Background: an optimization exercise with open tools, aiming at a short achievable clock period and few clock cycles per item. Do not read the settings as production practice.
Power figures rest on the tool's default switching activity, not on a simulated workload.

==> v25 <==
## alu_core
module alu_core (
    input  logic        clk,
    input  logic        reset_n,
    input  logic        in_valid,
    output logic        in_ready,
    input  logic [31:0] in_instr,
    output logic        out_valid,
    input  logic        out_ready,
    output logic [4:0]  out_rd,
    output logic [31:0] out_value,
    output logic        out_reg_write,
    output logic        out_illegal,
    output logic        idle
);
==> flow/config.mk <==
export PLATFORM = sky130hd
export DESIGN_NAME = alu_core
export DESIGN_NICKNAME = alu_core
export VERILOG_FILES = /design/flow/design.v
export SDC_FILE = /design/flow/constraint.sdc
export NUM_CORES = 8
export LEC_CHECK = 0
export ABC_CLOCK_PERIOD_IN_PS = 2000
export CAP_MARGIN = 20
export CORE_MARGIN = 2
export CORE_UTILIZATION = 60
export SETUP_SLACK_MARGIN = 5
export SLEW_MARGIN = 20
==> flow/constraint.sdc <==
create_clock -name core_clock -period 8.0 [get_ports {clk}]
set_input_delay 1.6000 -clock core_clock [delete_from_list [all_inputs] [get_ports {clk}]]
set_output_delay 1.6000 -clock core_clock [all_outputs]
set_load 0.01 [all_outputs]
run.sh (not shown) runs the stock make flow with config.mk's settings and CLKGATE_MAP_FILE= SYNTH_SCRIPT=/design/flow/synth_recipe.tcl, a recipe that flattens the netlist after the stock synthesis.
==> v4: changes against v25 <==
--- a/flow/design.v
+++ b/flow/design.v
@@ -14,11 +14,11 @@
     localparam int OP_SUB = 1;
     localparam int OP_AND = 2;
     localparam int OP_OR  = 3;
     localparam int OP_XOR = 4;
     localparam int OP_SLL = 5;
-    localparam int OP_SR  = 6;    
+    localparam int OP_SRL = 6;    
     localparam int NUM_OPS = 7;
 endpackage
 `timescale 1ns/1ps
 import core_pkg::*;
 module instr_decoder (
@@ -68,11 +68,11 @@
             3'b001: begin
                 op_sel[OP_SLL] = 1'b1;
                 legal = (is_imm || is_op) && f7_base;
             end
             3'b101: begin
-                op_sel[OP_SR] = 1'b1;
+                op_sel[OP_SRL] = 1'b1;
                 sra   = f7_alt;
                 legal = (is_imm || is_op) && (f7_base || f7_alt);
             end
             default: ;   
         endcase
@@ -116,60 +116,36 @@
     end
 endmodule
 `timescale 1ns/1ps
 import core_pkg::*;
 module alu (
-    input  core_pkg::word_t  a,
-    input  core_pkg::word_t  b,
-    input  logic [3:0]       sh_lo,
-    input  logic [7:0]       sh_hi,
-    input  logic             sra,        
-    output core_pkg::word_t  sum,
-    output core_pkg::word_t  diff,
-    output core_pkg::word_t  and_r,
-    output core_pkg::word_t  or_r,
-    output core_pkg::word_t  xor_r,
-    output core_pkg::word_t  sll,
-    output core_pkg::word_t  sr
+    input  logic [NUM_OPS-1:0] op_sel,
+    input  logic               sra,
+    input  core_pkg::word_t    a,
+    input  core_pkg::word_t    b,
+    output core_pkg::word_t    result
 );
+    core_pkg::word_t sum;
+    core_pkg::word_t diff;
+    core_pkg::word_t sll;
+    core_pkg::word_t srl;
+    core_pkg::word_t sra_r;
+    logic [4:0]      shamt;
+    assign shamt = b[4:0];   
     assign sum   = a + b;
     assign diff  = a - b;
-    assign and_r = a & b;
-    assign or_r  = a | b;
-    assign xor_r = a ^ b;
-    core_pkg::word_t sll_1;
-    always_comb begin
-        for (int i = 0; i < XLEN; i++) begin
-            sll_1[i] = 1'b0;
-            for (int k = 0; k < 4; k++) begin
-                if (i - k >= 0) sll_1[i] = sll_1[i] | (sh_lo[k] & a[i-k]);
-            end
-        end
-        for (int i = 0; i < XLEN; i++) begin
-            sll[i] = 1'b0;
-            for (int j = 0; j < 8; j++) begin
-                if (i - 4 * j >= 0) sll[i] = sll[i] | (sh_hi[j] & sll_1[i-4*j]);
-            end
-        end
-    end
-    core_pkg::word_t sr_1;
-    logic            fill;
-    assign fill = sra & a[XLEN-1];
-    always_comb begin
-        for (int i = 0; i < XLEN; i++) begin
-            sr_1[i] = 1'b0;
-            for (int k = 0; k < 4; k++) begin
-                sr_1[i] = sr_1[i] | (sh_lo[k] & ((i + k < XLEN) ? a[i+k] : fill));
-            end
-        end
-        for (int i = 0; i < XLEN; i++) begin
-            sr[i] = 1'b0;
-            for (int j = 0; j < 8; j++) begin
-                sr[i] = sr[i] | (sh_hi[j] & ((i + 4 * j < XLEN) ? sr_1[i+4*j] : fill));
-            end
-        end
-    end
+    assign sll   = a << shamt;
+    assign srl   = a >> shamt;
+    assign sra_r = $signed(a) >>> shamt;   
+    assign result = ({XLEN{op_sel[OP_ADD]}} & sum)
+                  | ({XLEN{op_sel[OP_SUB]}} & diff)
+                  | ({XLEN{op_sel[OP_AND]}} & (a & b))
+                  | ({XLEN{op_sel[OP_OR]}}  & (a | b))
+                  | ({XLEN{op_sel[OP_XOR]}} & (a ^ b))
+                  | ({XLEN{op_sel[OP_SLL]}} & sll)
+                  | ({XLEN{op_sel[OP_SRL] && !sra}} & srl)
+                  | ({XLEN{op_sel[OP_SRL] && sra}}  & sra_r);
 endmodule
 `timescale 1ns/1ps
 import core_pkg::*;
 module pipe_stage #(
     parameter int WIDTH = 1
@@ -334,65 +310,36 @@
         .read_data_1 (rf_data_1),
         .read_data_2 (rf_data_2),
         .write_sel   (s2_write_sel),
         .write_data  (s2_value)
     );
-    logic                s1_valid;
-    logic                s1_write;      
+    logic               s1_valid;
+    logic               s1_write;      
     core_pkg::reg_addr_t s1_rd;
-    logic                s1_legal;
-    logic [NUM_OPS-1:0]  s1_op_sel;
-    logic                s1_sra;
-    core_pkg::word_t     s1_a;
-    core_pkg::word_t     s1_b;
-    logic [3:0]          s1_sh_lo;      
-    logic [7:0]          s1_sh_hi;      
-    core_pkg::word_t     unit [NUM_OPS];
-    core_pkg::word_t     alu_result;
-    alu u_alu (
-        .a     (s1_a),
-        .b     (s1_b),
-        .sh_lo (s1_sh_lo),
-        .sh_hi (s1_sh_hi),
-        .sra   (s1_sra),
-        .sum   (unit[OP_ADD]),
-        .diff  (unit[OP_SUB]),
-        .and_r (unit[OP_AND]),
-        .or_r  (unit[OP_OR]),
-        .xor_r (unit[OP_XOR]),
-        .sll   (unit[OP_SLL]),
-        .sr    (unit[OP_SR])
-    );
-    logic                s2_valid;
-    logic                s2_write;
+    logic               s1_legal;
+    logic [NUM_OPS-1:0] s1_op_sel;
+    logic               s1_sra;
+    core_pkg::word_t    s1_a;
+    core_pkg::word_t    s1_b;
+    core_pkg::word_t    alu_result;
+    logic               s2_valid;
+    logic               s2_write;
     core_pkg::reg_addr_t s2_rd;
-    logic                s2_legal;
+    logic               s2_legal;
     logic fwd_a1, fwd_a2, fwd_b1, fwd_b2;
-    logic [NUM_OPS-1:0] sel_a;          
-    logic [NUM_OPS-1:0] sel_b;
     core_pkg::word_t a_older;
     core_pkg::word_t b_older;
     core_pkg::word_t a_next;
     core_pkg::word_t b_next;
     assign fwd_a1 = s1_write && (s1_rd == s0_instr[19:15]);
     assign fwd_a2 = s2_write && (s2_rd == s0_instr[19:15]);
-    assign fwd_b1 = s1_write && (s1_rd == s0_instr[24:20]) && !dec_use_imm;
+    assign fwd_b1 = s1_write && (s1_rd == s0_instr[24:20]);
     assign fwd_b2 = s2_write && (s2_rd == s0_instr[24:20]);
-    assign sel_a = fwd_a1 ? s1_op_sel : '0;
-    assign sel_b = fwd_b1 ? s1_op_sel : '0;
     assign a_older = fwd_a2 ? s2_value : rf_data_1;
     assign b_older = dec_use_imm ? dec_imm : (fwd_b2 ? s2_value : rf_data_2);
-    always_comb begin
-        alu_result = '0;
-        a_next     = fwd_a1 ? '0 : a_older;
-        b_next     = fwd_b1 ? '0 : b_older;
-        for (int k = 0; k < NUM_OPS; k++) begin
-            alu_result = alu_result | ({XLEN{s1_op_sel[k]}} & unit[k]);
-            a_next     = a_next     | ({XLEN{sel_a[k]}} & unit[k]);
-            b_next     = b_next     | ({XLEN{sel_b[k]}} & unit[k]);
-        end
-    end
+    assign a_next  = fwd_a1 ? alu_result : a_older;
+    assign b_next  = (fwd_b1 && !dec_use_imm) ? alu_result : b_older;
     always_ff @(posedge clk or negedge reset_n) begin
         if (!reset_n) begin
             s1_valid <= 1'b0;
             s1_write <= 1'b0;
         end else begin
@@ -405,13 +352,18 @@
         s1_legal  <= dec_legal;
         s1_op_sel <= dec_op_sel;
         s1_sra    <= dec_sra;
         s1_a      <= a_next;
         s1_b      <= b_next;
-        s1_sh_lo  <= 4'(1) << b_next[1:0];
-        s1_sh_hi  <= 8'(1) << b_next[4:2];
     end
+    alu u_alu (
+        .op_sel (s1_op_sel),
+        .sra    (s1_sra),
+        .a      (s1_a),
+        .b      (s1_b),
+        .result (alu_result)
+    );
     always_ff @(posedge clk or negedge reset_n) begin
         if (!reset_n) begin
             s2_valid     <= 1'b0;
             s2_write     <= 1'b0;
             s2_write_sel <= '0;
CORE_UTILIZATION = 30   (was 60)
==> notes <==
Against v4, the register-to-register slack of v25 is better by 0.14 ns. Between v25 and v4, the lower die area is in v25 (gap about 50%, measured against v4). Of v4 and v25, v25 has the higher sequential share of layout area (gap 2.9 points). In v25 the area after synthesis is smaller than in v4, by 0.90%. Between v4 and v25, the lower via count is in v25 (gap about 1%, measured against v25). Of v4 and v25, v25 has the higher fmax (gap about 4%, measured against v25).
==> figures <==
| quantity | v4 | v25 |
|---|---|---|
| Top-count cell post-synth | mux2_2 | dfrtp_1 |
| Violation count after the first detailed-routing iteration | 12000 | 12800 |
| Fraction of area in registers | 43.1% | 46.0% |
| Clk Latency, worst-skew pair | 0.85 ns | 0.80 ns |
| Worst Max-Slew Pin Slew | 1.30 ns | 1.22 ns |
| Cell area after technology mapping | 71200 sq um | 70500 sq um |
| Floorplan die width | 491 microns | 347 microns |
| Final total power | 0.0170 W | 0.0167 W |
| Outcome | complete, no violations | complete, no violations |
| Internal power | 0.0128 W | 0.0126 W |
| Static leakage | 35.3 nW | 34.4 nW |
| Worst max-slew margin expressed relative to the limit | 13.1% | 18.5% |
| Final Instance Area | 84200 sq um | 79500 sq um |
No functional check of the RTL was part of any run of this note.

-- re-timing with driven ports --
No port has a modelled driver above. Below, the same layouts with a new extraction and two added sets of constraints. Step 1: set_driving_cell puts a clkbuf_16 on clk and a buf_2 on each other input, an assumption about the parent block. Step 2, shift: input delay + t, output delay - t, t = (earliest + latest rising clock arrival at the registers) / 2. This alone moves slack from input paths to output paths. Three values: no drivers, after step 1, after step 2; two values: the first two.
run	shift t [ns]	setup WS [ns]	hold WS [ns]	worst setup path at the end
v25	0.859	4.680 / 4.680 / 4.270	0.357 / 0.357 / 0.357	input to register
v4	0.910	4.543 / 4.543 / 4.305	0.319 / 0.319 / 0.319	input to register
After both steps every run listed still meets setup and hold. For v25, which loses most, drivers alone change the setup slack by 0.000 ns; drivers and shift together by -0.410 ns.
